Source: an optimization exercise on an open RTL-to-GDS flow (aim: small area). Production flows keep margins and buffers that such runs may drop. Function was checked by simulation only, so behaviour that the tests miss may differ from the original. Power and IR drop assume default switching activity.

==> 10-08: inputs <==
Design mbed_tester_top, start of the top module:
module mbed_tester_top (
    input  logic clk,
    input  logic rst,
    input  logic  i_psel,
    input  logic  i_penable,
    input  logic  i_pwrite,
    input  tester_regs_pkg::addr_t i_paddr,
    input  tester_regs_pkg::data_t i_pwdata,
    output tester_regs_pkg::data_t o_prdata,
    input  logic i_reset_btn_n,
    input  logic [3-1:0] i_digital_id,
    output logic o_reset_req,
    output logic o_reprogram_req,
    output logic o_reset_peripherals,
    output logic o_pwm_val,
    output logic o_pwm_drive,
    output logic o_sample_adc,
    input  logic [12-1:0] i_mux_meas,
    input  logic i_mux_updated,
    input  logic [4*12-1:0] i_anin_meas,
    input  logic [4-1:0] i_anin_updated
);
export LEC_CHECK = 0
export CAP_MARGIN = 20
export CORE_MARGIN = 2
export CORE_UTILIZATION = 70
export CTS_BUF_LIST = sky130_fd_sc_hd__clkbuf_16
export CTS_CLUSTER_DIAMETER = 100
export CTS_CLUSTER_SIZE = 25
export SLEW_MARGIN = 20
create_clock -name core_clock -period 6.0 [get_ports {clk}]
standard.sh (not shown) runs the stock make flow with config.mk's settings and CLKGATE_MAP_FILE= SYNTH_SCRIPT=/design/flow/synth_recipe.tcl, a recipe that flattens the netlist after the stock synthesis.
==> flow/flow/run.sh <==
#!/bin/bash
# Own flow: the standard synthesis, then its combinational logic re-mapped
# for area with ABC (every register kept, by name and cell type), then the standard flow's
# standard layout from that netlist. Each tool's output goes to a log here.
set -euo pipefail
W=$(pwd)
R=$W/orfs/results/$FLOW_PLATFORM/mbed_tester_top/base
YOSYS=$FLOW_HOME/../tools/install/yosys/bin/yosys

bash standard.sh synth > $W/log_1_synth.txt 2>&1
cp $R/1_2_yosys.v $W/std_1_2_yosys.v

printf 'set_driving_cell sky130_fd_sc_hd__buf_1\nset_load 5\n' > $W/reopt_constr.txt
export REOPT_LIB=$FLOW_HOME/platforms/sky130hd/lib/sky130_fd_sc_hd__tt_025C_1v80.lib
export REOPT_IN=$W/std_1_2_yosys.v
export REOPT_OUT=$W/reopt_1_2_yosys.v
export REOPT_STAT=$W/reopt_stat.txt
export REOPT_SCRIPT=$W/flow/abc_area.scr
export REOPT_CONSTR=$W/reopt_constr.txt
export REOPT_D=6000
export REOPT_DONT_USE="$(sed -n '/DONT_USE_CELLS/,/^$/p' $FLOW_HOME/platforms/sky130hd/config.mk | grep -o 'sky130_fd_sc_hd__[a-z0-9_]*' | tr '\n' ' ')"
$YOSYS -c $W/flow/reopt.tcl > $W/log_2_reopt.txt 2>&1

cp $REOPT_OUT $R/1_2_yosys.v
rm -f $R/1_synth.odb $R/1_synth.sdc
# Clock tree: the standard flow's CTS settings (from config.mk) without dummy loads
CTS_ARGS="-sink_clustering_enable -repair_clock_nets -buf_list sky130_fd_sc_hd__clkbuf_16 -sink_clustering_size 25 -sink_clustering_max_diameter 100 -dont_use_dummy_load"
# Port buffers: one buf_1 on every input and output port
PORT_ARGS="-inputs -outputs -buffer_cell sky130_fd_sc_hd__buf_1"
# Timing-driven placement reweights nets but keeps none of its trial buffers
bash standard.sh "CTS_ARGS=$CTS_ARGS" "BUFFER_PORTS_ARGS=$PORT_ARGS" GPL_KEEP_OVERFLOW=0 finish > $W/log_3_layout.txt 2>&1
==> flow/flow/abc_area.scr <==
strash
&get -n
&st
&dch -f -x
&nf -p -C 32 -F 8 -A 4 -R 30
&put
topo
stime -c
Other scripts of this flow, unchanged in this note and not shown: flow/flow/reopt.tcl
==> inputs of 08-13, as changes to 10-08 <==
--- a/flow/flow/run.sh
+++ b/flow/flow/run.sh
@@ -26,6 +26,3 @@
 # Clock tree: the standard flow's CTS settings (from config.mk) without dummy loads
 CTS_ARGS="-sink_clustering_enable -repair_clock_nets -buf_list sky130_fd_sc_hd__clkbuf_16 -sink_clustering_size 25 -sink_clustering_max_diameter 100 -dont_use_dummy_load"
-# Port buffers: one buf_1 on every input and output port
-PORT_ARGS="-inputs -outputs -buffer_cell sky130_fd_sc_hd__buf_1"
-# Timing-driven placement reweights nets but keeps none of its trial buffers
-bash standard.sh "CTS_ARGS=$CTS_ARGS" "BUFFER_PORTS_ARGS=$PORT_ARGS" GPL_KEEP_OVERFLOW=0 finish > $W/log_3_layout.txt 2>&1
+bash standard.sh "CTS_ARGS=$CTS_ARGS" finish > $W/log_3_layout.txt 2>&1
==> flow/flow/abc_area.scr (replaced) <==
strash
&get -n
&st
&dch -f -x
&nf -p -C 32 -F 8 -A 4
&put
topo
stime -c
CORE_UTILIZATION = 65   (was 70)
==> inputs of 09-17, as changes to 10-08 <==
--- a/flow/flow/run.sh
+++ b/flow/flow/run.sh
@@ -28,4 +28,3 @@
 # Port buffers: one buf_1 on every input and output port
 PORT_ARGS="-inputs -outputs -buffer_cell sky130_fd_sc_hd__buf_1"
-# Timing-driven placement reweights nets but keeps none of its trial buffers
-bash standard.sh "CTS_ARGS=$CTS_ARGS" "BUFFER_PORTS_ARGS=$PORT_ARGS" GPL_KEEP_OVERFLOW=0 finish > $W/log_3_layout.txt 2>&1
+bash standard.sh "CTS_ARGS=$CTS_ARGS" "BUFFER_PORTS_ARGS=$PORT_ARGS" finish > $W/log_3_layout.txt 2>&1
==> flow/flow/abc_area.scr (replaced) <==
strash
&get -n
&st
&dch -f -x
&nf -p -C 32 -F 8 -A 4
&put
topo
stime -c
CAP_MARGIN = 10   (was 20)
SLEW_MARGIN = 10   (was 20)
==> inputs of 07-09, as changes to 10-08 <==
--- a/flow/flow/run.sh
+++ b/flow/flow/run.sh
@@ -26,6 +26,3 @@
 # Clock tree: the standard flow's CTS settings (from config.mk) without dummy loads
 CTS_ARGS="-sink_clustering_enable -repair_clock_nets -buf_list sky130_fd_sc_hd__clkbuf_16 -sink_clustering_size 25 -sink_clustering_max_diameter 100 -dont_use_dummy_load"
-# Port buffers: one buf_1 on every input and output port
-PORT_ARGS="-inputs -outputs -buffer_cell sky130_fd_sc_hd__buf_1"
-# Timing-driven placement reweights nets but keeps none of its trial buffers
-bash standard.sh "CTS_ARGS=$CTS_ARGS" "BUFFER_PORTS_ARGS=$PORT_ARGS" GPL_KEEP_OVERFLOW=0 finish > $W/log_3_layout.txt 2>&1
+bash standard.sh "CTS_ARGS=$CTS_ARGS" finish > $W/log_3_layout.txt 2>&1
==> flow/flow/abc_area.scr (replaced) <==
strash
&get -n
&st
&dch -f
&nf -p -C 32 -F 8 -A 4
&put
topo
stime -c
CORE_UTILIZATION = 55   (was 70)
==> metrics.md <==
| Metric | Value |
|---|---|
| Met2 usage | a little under three fifths |
| Area grow syn2layout | 10.7% |
| Clock buffers and inverters, area share | between 2 and 3% |
| Status | timing/DRC/antenna clean |
| NetSw | 2.71 mW |
| Post-Route M1 WL | a little under 60000 um |
-- figures above: 07-09

==> metrics.md <==
| Metric | Value |
|---|---|
| NetSw | around 2.7 mW |
| Clock buffers and inverters, area share | roughly 2.6% |
| Area grow syn2layout | 9.23% |
| Status | timing/DRC/antenna clean |
| Worst Clk Skew | about 0.073 ns |
-- figures above: 10-08

==> metrics.md <==
| Metric | Value |
|---|---|
| Status | timing/DRC/antenna clean |
| Ant. Diodes | 3 |
| Final Hold Viols | 0 |
| Clock buffers and inverters, area share | 2.64% |
| RSZ-0062 raised after global routing | no |
| Area grow syn2layout | 8.55% |
| NetSw | ~2.7 mW |
| Comb pwr share | 6.1% |
| Met2 usage | a little under three quarters |
-- figures above: 09-17

==> metrics.md <==
| Metric | Value |
|---|---|
| Clock buffers and inverters, area share | under 10% |
| Hold WC Path Type | flip-flop to flip-flop |
| Final Slew Violations | 0 |
| Critical Path Start Type | input port |
| R2R Setup Slk | between 1 and 1.5 ns |
| Hold Path Origin | an_st[0][11] |
| Met2 usage | 65.4% |
| Status | timing/DRC/antenna clean |
| NetSw | around 2.7 mW |
| Multi-input gate share of total cell area | about a third |
| Comb pwr share | 6.4% |
-- figures above: 08-13


==> run a <==
Another version of the RTL of mbed_tester_top (not shown whole).
==> flow/config.mk <==
export PLATFORM = sky130hd
export DESIGN_NAME = mbed_tester_top
export DESIGN_NICKNAME = mbed_tester_top
export VERILOG_FILES = /design/flow/design.v
export SDC_FILE = /design/flow/constraint.sdc
export NUM_CORES = 4
export LEC_CHECK = 0
export ABC_AREA = 1
export CAP_MARGIN = 20
export CORE_MARGIN = 2
export CORE_UTILIZATION = 40
export SLEW_MARGIN = 20
==> flow/constraint.sdc <==
create_clock -name core_clock -period 6.0 [get_ports {clk}]
set_input_delay 1.2000 -clock core_clock [delete_from_list [all_inputs] [get_ports {clk}]]
set_output_delay 1.2000 -clock core_clock [all_outputs]
set_load 0.01 [all_outputs]
run.sh (not shown) runs the stock make flow with config.mk's settings and CLKGATE_MAP_FILE= SYNTH_SCRIPT=/design/flow/synth_recipe.tcl, a recipe that flattens the netlist after the stock synthesis.
Stock flow here: none of the scripts above is used.
==> run b (differences from run a) <==
--- a/flow/config.mk
+++ b/flow/config.mk
@@ -6,5 +6,4 @@
 export NUM_CORES = 4
 export LEC_CHECK = 0
-export ABC_AREA = 1
 export CAP_MARGIN = 20
 export CORE_MARGIN = 2
==> summary of the runs <==
Run a produced a clean layout. Run b went through all stages and came out clean.
In run b the total power is smaller than in run a, by 1.0%.
Synthesized cell count: run b is smaller than run a (15%).
Global-route usage: run b is lower than run a (3.8 points).
Between run a and run b, the lower synthesized area is in run a (gap about 0.9%, measured against run b).
In sequential power, run b and run a hardly differ.
Worst hold slack: run b is lower than run a (12 ps).
In run a the maximum frequency is lower than in run b, by about 9%.

==> fjord <==
RTL: one of the versions met above, not the one the previous note started from.
Settings: LEC_CHECK=0, CAP_MARGIN=20, CORE_MARGIN=2, CORE_UTILIZATION=70, CTS_BUF_LIST=sky130_fd_sc_hd__clkbuf_16, CTS_CLUSTER_DIAMETER=100, CTS_CLUSTER_SIZE=25, SLEW_MARGIN=20; clock period 6.0 ns.
standard.sh (not shown) runs the stock make flow with config.mk's settings and CLKGATE_MAP_FILE= SYNTH_SCRIPT=/design/flow/synth_recipe.tcl, a recipe that flattens the netlist after the stock synthesis.
==> flow/flow/run.sh <==
#!/bin/bash
# Own flow: the standard synthesis, then its combinational logic re-mapped
# for area with ABC (every register kept, by name and cell type), then the standard flow's
# standard layout from that netlist. Each tool's output goes to a log here.
set -euo pipefail
W=$(pwd)
R=$W/orfs/results/$FLOW_PLATFORM/mbed_tester_top/base
YOSYS=$FLOW_HOME/../tools/install/yosys/bin/yosys

bash standard.sh synth > $W/log_1_synth.txt 2>&1
cp $R/1_2_yosys.v $W/std_1_2_yosys.v

printf 'set_driving_cell sky130_fd_sc_hd__buf_1\nset_load 5\n' > $W/reopt_constr.txt
export REOPT_LIB=$FLOW_HOME/platforms/sky130hd/lib/sky130_fd_sc_hd__tt_025C_1v80.lib
export REOPT_IN=$W/std_1_2_yosys.v
export REOPT_OUT=$W/reopt_1_2_yosys.v
export REOPT_STAT=$W/reopt_stat.txt
export REOPT_SCRIPT=$W/flow/abc_area.scr
export REOPT_CONSTR=$W/reopt_constr.txt
export REOPT_D=6000
export REOPT_DONT_USE="$(sed -n '/DONT_USE_CELLS/,/^$/p' $FLOW_HOME/platforms/sky130hd/config.mk | grep -o 'sky130_fd_sc_hd__[a-z0-9_]*' | tr '\n' ' ')"
$YOSYS -c $W/flow/reopt.tcl > $W/log_2_reopt.txt 2>&1

cp $REOPT_OUT $R/1_2_yosys.v
rm -f $R/1_synth.odb $R/1_synth.sdc
# Clock tree: the standard flow's CTS settings (from config.mk) without dummy loads
CTS_ARGS="-sink_clustering_enable -repair_clock_nets -buf_list sky130_fd_sc_hd__clkbuf_16 -sink_clustering_size 25 -sink_clustering_max_diameter 100 -dont_use_dummy_load"
# Port buffers: one buf_1 on every input and output port
PORT_ARGS="-inputs -outputs -buffer_cell sky130_fd_sc_hd__buf_1"
bash standard.sh "CTS_ARGS=$CTS_ARGS" "BUFFER_PORTS_ARGS=$PORT_ARGS" finish > $W/log_3_layout.txt 2>&1
==> flow/flow/abc_area.scr <==
strash
&get -n
&st
&dch -f -x
&nf -p -C 32 -F 8 -A 4 -R 30
&put
topo
stime -c
Other scripts of this flow, unchanged in this note and not shown: flow/flow/reopt.tcl
==> inputs of willow, as changes to fjord <==
--- a/flow/flow/run.sh
+++ b/flow/flow/run.sh
@@ -23,8 +23,4 @@
 
 cp $REOPT_OUT $R/1_2_yosys.v
 rm -f $R/1_synth.odb $R/1_synth.sdc
-# Clock tree: the standard flow's CTS settings (from config.mk) without dummy loads
-CTS_ARGS="-sink_clustering_enable -repair_clock_nets -buf_list sky130_fd_sc_hd__clkbuf_16 -sink_clustering_size 25 -sink_clustering_max_diameter 100 -dont_use_dummy_load"
-# Port buffers: one buf_1 on every input and output port
-PORT_ARGS="-inputs -outputs -buffer_cell sky130_fd_sc_hd__buf_1"
-bash standard.sh "CTS_ARGS=$CTS_ARGS" "BUFFER_PORTS_ARGS=$PORT_ARGS" finish > $W/log_3_layout.txt 2>&1
+bash standard.sh finish > $W/log_3_layout.txt 2>&1
==> flow/flow/abc_area.scr (replaced) <==
strash
&get -n
&st
&dch -f
&nf -p -C 32 -F 8 -A 4
&put
topo
stime -c
Settings changed: CORE_UTILIZATION 70 to 55.
==> results.cfg <==
[status]
status = timing/DRC/antenna clean

[grt]
grt_pass1_vias = 31100

[timing]
maxClockFrequency_mhz = 193

[layout]
final_cell_mix = edfxtp_1, dfxtp_1, nand2_1, o21ai_0, o22ai_1
multi_input_area_share = 0.328

[route]
routed.top_layer = met5
drt_iter0_markers = 5693
(the above is from willow)
==> results.cfg <==
[grt]
grt-busiest-layer = met2
grt_pass1_vias = 31600

[route]
wl_met2_um = 60900
drt_iter0_markers = 7041
routed.top_layer = met4

[status]
status = timing/DRC/antenna clean

[timing]
maxClockFrequency_mhz = 181

[layout]
multi_input_area_share = 0.328
(the above is from fjord)

what the ideal ports hide:
How much do the figures lean on ideal ports? The routed layouts below were timed once more, with nothing changed but the port constraints. Step 1 assumes that a clkbuf_16 drives the clock port and a buf_2 every other input. Step 2 adds t to the input delays and takes it off the output delays; t is the mean of the earliest and latest rising clock arrival at the registers after step 1. Input paths then give back, and output paths get back, about the clock's delay inside the block. a / b / c = ideal / step 1 / step 2; a / b = the first two.
| run | t (ns) | setup WS [ns] | hold WS [ns] | latest minus earliest clock arrival (ns) | pins driven straight from the clock port |
|---|---|---|---|---|---|
| 10-08 | 0.680 | 0.258 / 0.292 / -0.388 | 0.392 / 0.392 / 0.392 | 0.073 / 0.073 | 1 |
| 08-13 | 0.692 | 0.846 / 0.891 / 0.199 | 0.406 / 0.406 / 0.406 | 0.056 / 0.056 | 1 |
| 09-17 | 0.687 | 0.791 / 0.797 / 0.139 | 0.381 / 0.381 / 0.381 | 0.070 / 0.070 | 1 |
| 07-09 | 0.710 | 0.738 / 0.789 / 0.079 | 0.395 / 0.395 / 0.395 | 0.054 / 0.054 | 1 |
| run a | 0.817 | 0.436 / 0.456 / -0.361 | 0.459 / 0.459 / 0.459 | 0.023 / 0.023 | 1 |
| run b | 0.799 | 0.919 / 0.862 / 0.063 | 0.447 / 0.447 / 0.447 | 0.035 / 0.036 | 1 |
| fjord | 0.703 | 0.467 / 0.467 / -0.062 | 0.390 / 0.390 / 0.390 | 0.056 / 0.055 | 1 |
| willow | 0.715 | 0.830 / 0.834 / 0.158 | 0.404 / 0.404 / 0.404 | 0.034 / 0.034 | 1 |
Met with ideal ports but missed after step 2: setup timing in 10-08, run a and fjord. The setup slack of run b, which loses most, moves by -0.057 ns with the drivers and by -0.856 ns with both steps.
